From an optimization exercise on the open Yosys and OpenROAD flow, aimed at small area; shortcuts taken in it are not production practice. The RTL was checked by simulation tests, not by an equivalence proof against the original design. Power figures rest on the tool's default switching activity, not on a simulated workload.

==> run M <==
Design io_input_conditioner, start of the top module:
module io_input_conditioner #(
    parameter int N_SW            = 32,
    parameter int N_BTN           = 4,
    parameter int DEBOUNCE_CYCLES = 500000,
    parameter bit BTN_ACTIVE_LOW  = 1'b1
) (
    input  logic             i_clk,
    input  logic             i_rst,
    input  logic [N_SW-1:0]  i_sw_raw,
    input  logic [N_BTN-1:0] i_btn_raw,
    output logic [N_SW-1:0]  o_io_sw,
    output logic [N_BTN-1:0] o_io_btn,
    output logic [N_BTN-1:0] o_btn_press,
    output logic [N_BTN-1:0] o_btn_release,
    output logic             o_sw_change
);
clock: 10.0 ns
lec_check: 0
cap_margin: 20
core_margin: 2
core_utilization: 40
cts_buf_list: sky130_fd_sc_hd__clkbuf_4 sky130_fd_sc_hd__clkbuf_8
cts_cluster_size: 24
slew_margin: 20
run.sh (not shown) runs the stock make flow with config.mk's settings and CLKGATE_MAP_FILE= SYNTH_SCRIPT=/design/flow/synth_recipe.tcl, a recipe that flattens the netlist after the stock synthesis.
==> run K: changes against run M <==
==> flow/flow/run.sh (new file) <==
#!/bin/bash
# The standard layout (standard.sh) with these changes:
#  - synthesis maps logic with an area-only abc script (flow/synth.tcl),
#  - port buffers are the smallest buffer cell,
#  - clock tree: larger buffers, larger sink clusters, no dummy loads.
# Each step's full output is in orfs/logs/; make's own output in make_*.log.
set -uo pipefail
HERE=$(pwd)
source "$HERE/flow/knobs.sh"
export FLOW_ABC_SCRIPT="$HERE/flow/area.abc"
bash standard.sh SYNTH_SCRIPT="$HERE/flow/synth.tcl" ABC_AREA=1 \
  BUFFER_PORTS_ARGS="$BUFFER_PORTS_ARGS" CTS_ARGS="$CTS_ARGS" \
  "${EXTRA_MAKE[@]}" finish > "$HERE/make_finish.log" 2>&1
status=$?
grep -q "FLOW_ABC\|area.abc" orfs/logs/*/*/*/1_2_yosys.log && echo "abc script: flow/area.abc" >> "$HERE/make_finish.log"
exit $status
==> flow/flow/area.abc (new file) <==
strash
&get -n
&st
&dch
&nf -a
&put
topo
==> flow/flow/knobs.sh (new file) <==
BUFFER_PORTS_ARGS="-buffer_cell sky130_fd_sc_hd__buf_1"
CTS_ARGS="-sink_clustering_enable -repair_clock_nets -dont_use_dummy_load -buf_list sky130_fd_sc_hd__clkbuf_16 -sink_clustering_size 30 -sink_clustering_max_diameter 60"
EXTRA_MAKE=()
==> flow/flow/synth.tcl (new file) <==
# synth_recipe.tcl with one change: abc maps with flow/area.abc, an
# area-only script without abc's own buffering and gate sizing (repair_design
# buffers the nets that need it after placement).
proc synth {args} { yosys synth -nofsm -noshare {*}$args }
proc abc {args} {
  set i [lsearch -exact $args -script]
  if { $i >= 0 } {
    lset args [expr {$i + 1}] $::env(FLOW_ABC_SCRIPT)
  }
  yosys abc {*}$args
}
source $::env(SCRIPTS_DIR)/synth.tcl
# left out here: clear keep_hierarchy, flatten, clean up, hide names made inside functions, write 1_2_yosys.v
==> flow/standard.sh (new file) <==
#!/bin/bash
# synth_recipe.tcl (not shown) runs the flow's synth.tcl, then flattens the netlist and writes it again
# the make line also repeats each setting of config.mk as NAME=value (left out here)
make -C /OpenROAD-flow-scripts/flow DESIGN_CONFIG=/design/flow/config.mk WORK_HOME=/design/flow/orfs CLKGATE_MAP_FILE= SYNTH_SCRIPT=/design/flow/synth_recipe.tcl "${@:-finish}"
Settings changed: CTS_BUF_LIST sky130_fd_sc_hd__clkbuf_4 sky130_fd_sc_hd__clkbuf_8 to not set, CTS_CLUSTER_SIZE 24 to not set.
removed: flow/run.sh
==> run C: changes against run M <==
==> flow/flow/run.sh (new file) <==
#!/bin/bash
# The standard layout (standard.sh) with these changes:
#  - synthesis maps logic with an area-only abc script (flow/synth.tcl),
#  - port buffers are the smallest buffer cell,
#  - clock tree: larger buffers, larger sink clusters, no dummy loads.
# Each step's full output is in orfs/logs/; make's own output in make_*.log.
set -uo pipefail
HERE=$(pwd)
source "$HERE/flow/knobs.sh"
export FLOW_ABC_SCRIPT="$HERE/flow/area.abc"
bash standard.sh SYNTH_SCRIPT="$HERE/flow/synth.tcl" ABC_AREA=1 \
  BUFFER_PORTS_ARGS="$BUFFER_PORTS_ARGS" CTS_ARGS="$CTS_ARGS" \
  "${EXTRA_MAKE[@]}" finish > "$HERE/make_finish.log" 2>&1
status=$?
grep -q "FLOW_ABC\|area.abc" orfs/logs/*/*/*/1_2_yosys.log && echo "abc script: flow/area.abc" >> "$HERE/make_finish.log"
exit $status
==> flow/flow/area.abc (new file) <==
strash
&get -n
&st
&dch
&nf -a
&put
topo
==> flow/flow/knobs.sh (new file) <==
BUFFER_PORTS_ARGS="-buffer_cell sky130_fd_sc_hd__buf_1"
CTS_ARGS="-sink_clustering_enable -repair_clock_nets -dont_use_dummy_load -buf_list sky130_fd_sc_hd__clkbuf_16 -sink_clustering_size 34 -sink_clustering_max_diameter 70"
EXTRA_MAKE=()
==> flow/flow/synth.tcl (new file) <==
# synth_recipe.tcl with one change: abc maps with flow/area.abc, an
# area-only script without abc's own buffering and gate sizing (repair_design
# buffers the nets that need it after placement).
proc synth {args} { yosys synth -nofsm -noshare {*}$args }
proc abc {args} {
  set i [lsearch -exact $args -script]
  if { $i >= 0 } {
    lset args [expr {$i + 1}] $::env(FLOW_ABC_SCRIPT)
  }
  yosys abc {*}$args
}
source $::env(SCRIPTS_DIR)/synth.tcl
# left out here: clear keep_hierarchy, flatten, clean up, hide names made inside functions, write 1_2_yosys.v
==> flow/standard.sh (new file) <==
#!/bin/bash
# synth_recipe.tcl (not shown) runs the flow's synth.tcl, then flattens the netlist and writes it again
# the make line also repeats each setting of config.mk as NAME=value (left out here)
make -C /OpenROAD-flow-scripts/flow DESIGN_CONFIG=/design/flow/config.mk WORK_HOME=/design/flow/orfs CLKGATE_MAP_FILE= SYNTH_SCRIPT=/design/flow/synth_recipe.tcl "${@:-finish}"
Settings changed: CORE_UTILIZATION 40 to 60, CTS_BUF_LIST sky130_fd_sc_hd__clkbuf_4 sky130_fd_sc_hd__clkbuf_8 to not set, CTS_CLUSTER_SIZE 24 to not set.
removed: flow/run.sh
==> out/qor.csv <==
stage;metric;value;unit
clocking;latest clock arrival within the worst-skew pair;0.57;ns
global_route;first-pass GRT wire length;56600;um
yosys;Post-Synthesis Cells;2035;
yosys;Syn Area/Cell;10.8;um^2
yosys;Compound-Gate Fraction of Synth Area;0.324;%
critical_path;Setup crit end;g_seq.cnt[10][0]$_SDFF_PP0_;
route;final wirelength;33300;um
run_status;outcome;finished clean;
cells_and_area;clkbuf count;37;
# the run above: run C

==> out/qor.csv <==
stage;metric;value;unit
clocking;latest clock arrival within the worst-skew pair;0.71;ns
pwr;reported sequential group power;3.34;mW
run_status;outcome;finished clean;
critical_path;R2R Path Start;g_seq.rst_d1$_DFF_P_;
yosys;Syn Area/Cell;11.3;um^2
global_route;met1 usage;16.6;%
yosys;Post-Synthesis Cells;2057;
clocking;H-tree depth;3;
critical_path;Buf/Inv on CP;1;
yosys;Compound-Gate Fraction of Synth Area;1.51;%
global_route;first-pass GRT wire length;65500;um
place;IO buf count;82;
cells_and_area;commonest non-fill, non-tap cell in the layout;dfxtp_1;
yosys;most common flop cell mapped by yosys;dfxtp_1;
route;final wirelength;38900;um
yosys;Synth Area in XOR/XNOR;2.71;%
pwr;P_leak;11.5;nW
cells_and_area;clkbuf count;187;
# the run above: run M

==> out/qor.csv <==
stage;metric;value;unit
yosys;Syn Area/Cell;10.8;um^2
place;setup slack at placement;6.11;ns
critical_path;Setup crit end;g_seq.cnt[10][10]$_SDFF_PP0_;
route;final wirelength;35600;um
critical_path;R2R cell count;6;
global_route;first-pass GRT wire length;60200;um
clocking;latest clock arrival within the worst-skew pair;0.57;ns
yosys;Compound-Gate Fraction of Synth Area;0.324;%
yosys;warnings from Yosys;2;
run_status;outcome;finished clean;
# the run above: run K

## port drivers added, routing unchanged
No port has a modelled driver above. Below, the same layouts with a new extraction and two added sets of constraints. Step 1 (the two cells are an assumption about what drives the block):
set clk [get_ports {i_clk}]
set_driving_cell -lib_cell sky130_fd_sc_hd__clkbuf_16 $clk
set_driving_cell -lib_cell sky130_fd_sc_hd__buf_2 [delete_from_list [all_inputs] $clk]
Step 2 times the ports against the registers' clock, not the clock port: input delays grow and output delays shrink by t, the midpoint of the rising clock arrivals with the driver on. Three values: ideal, step 1, step 2; two values: the first two.
run	shift t [ns]	slack for setup (ns)	cell pins on the clock port's net
run M	0.747	6.252 / 6.199 / 5.876	1
run K	0.616	6.699 / 6.684 / 6.119	1
run C	0.603	6.376 / 6.409 / 5.806	1
After both steps every run listed still meets setup and hold. The setup slack of run K, which loses most, moves by -0.015 ns with the drivers and by -0.580 ns with both steps.
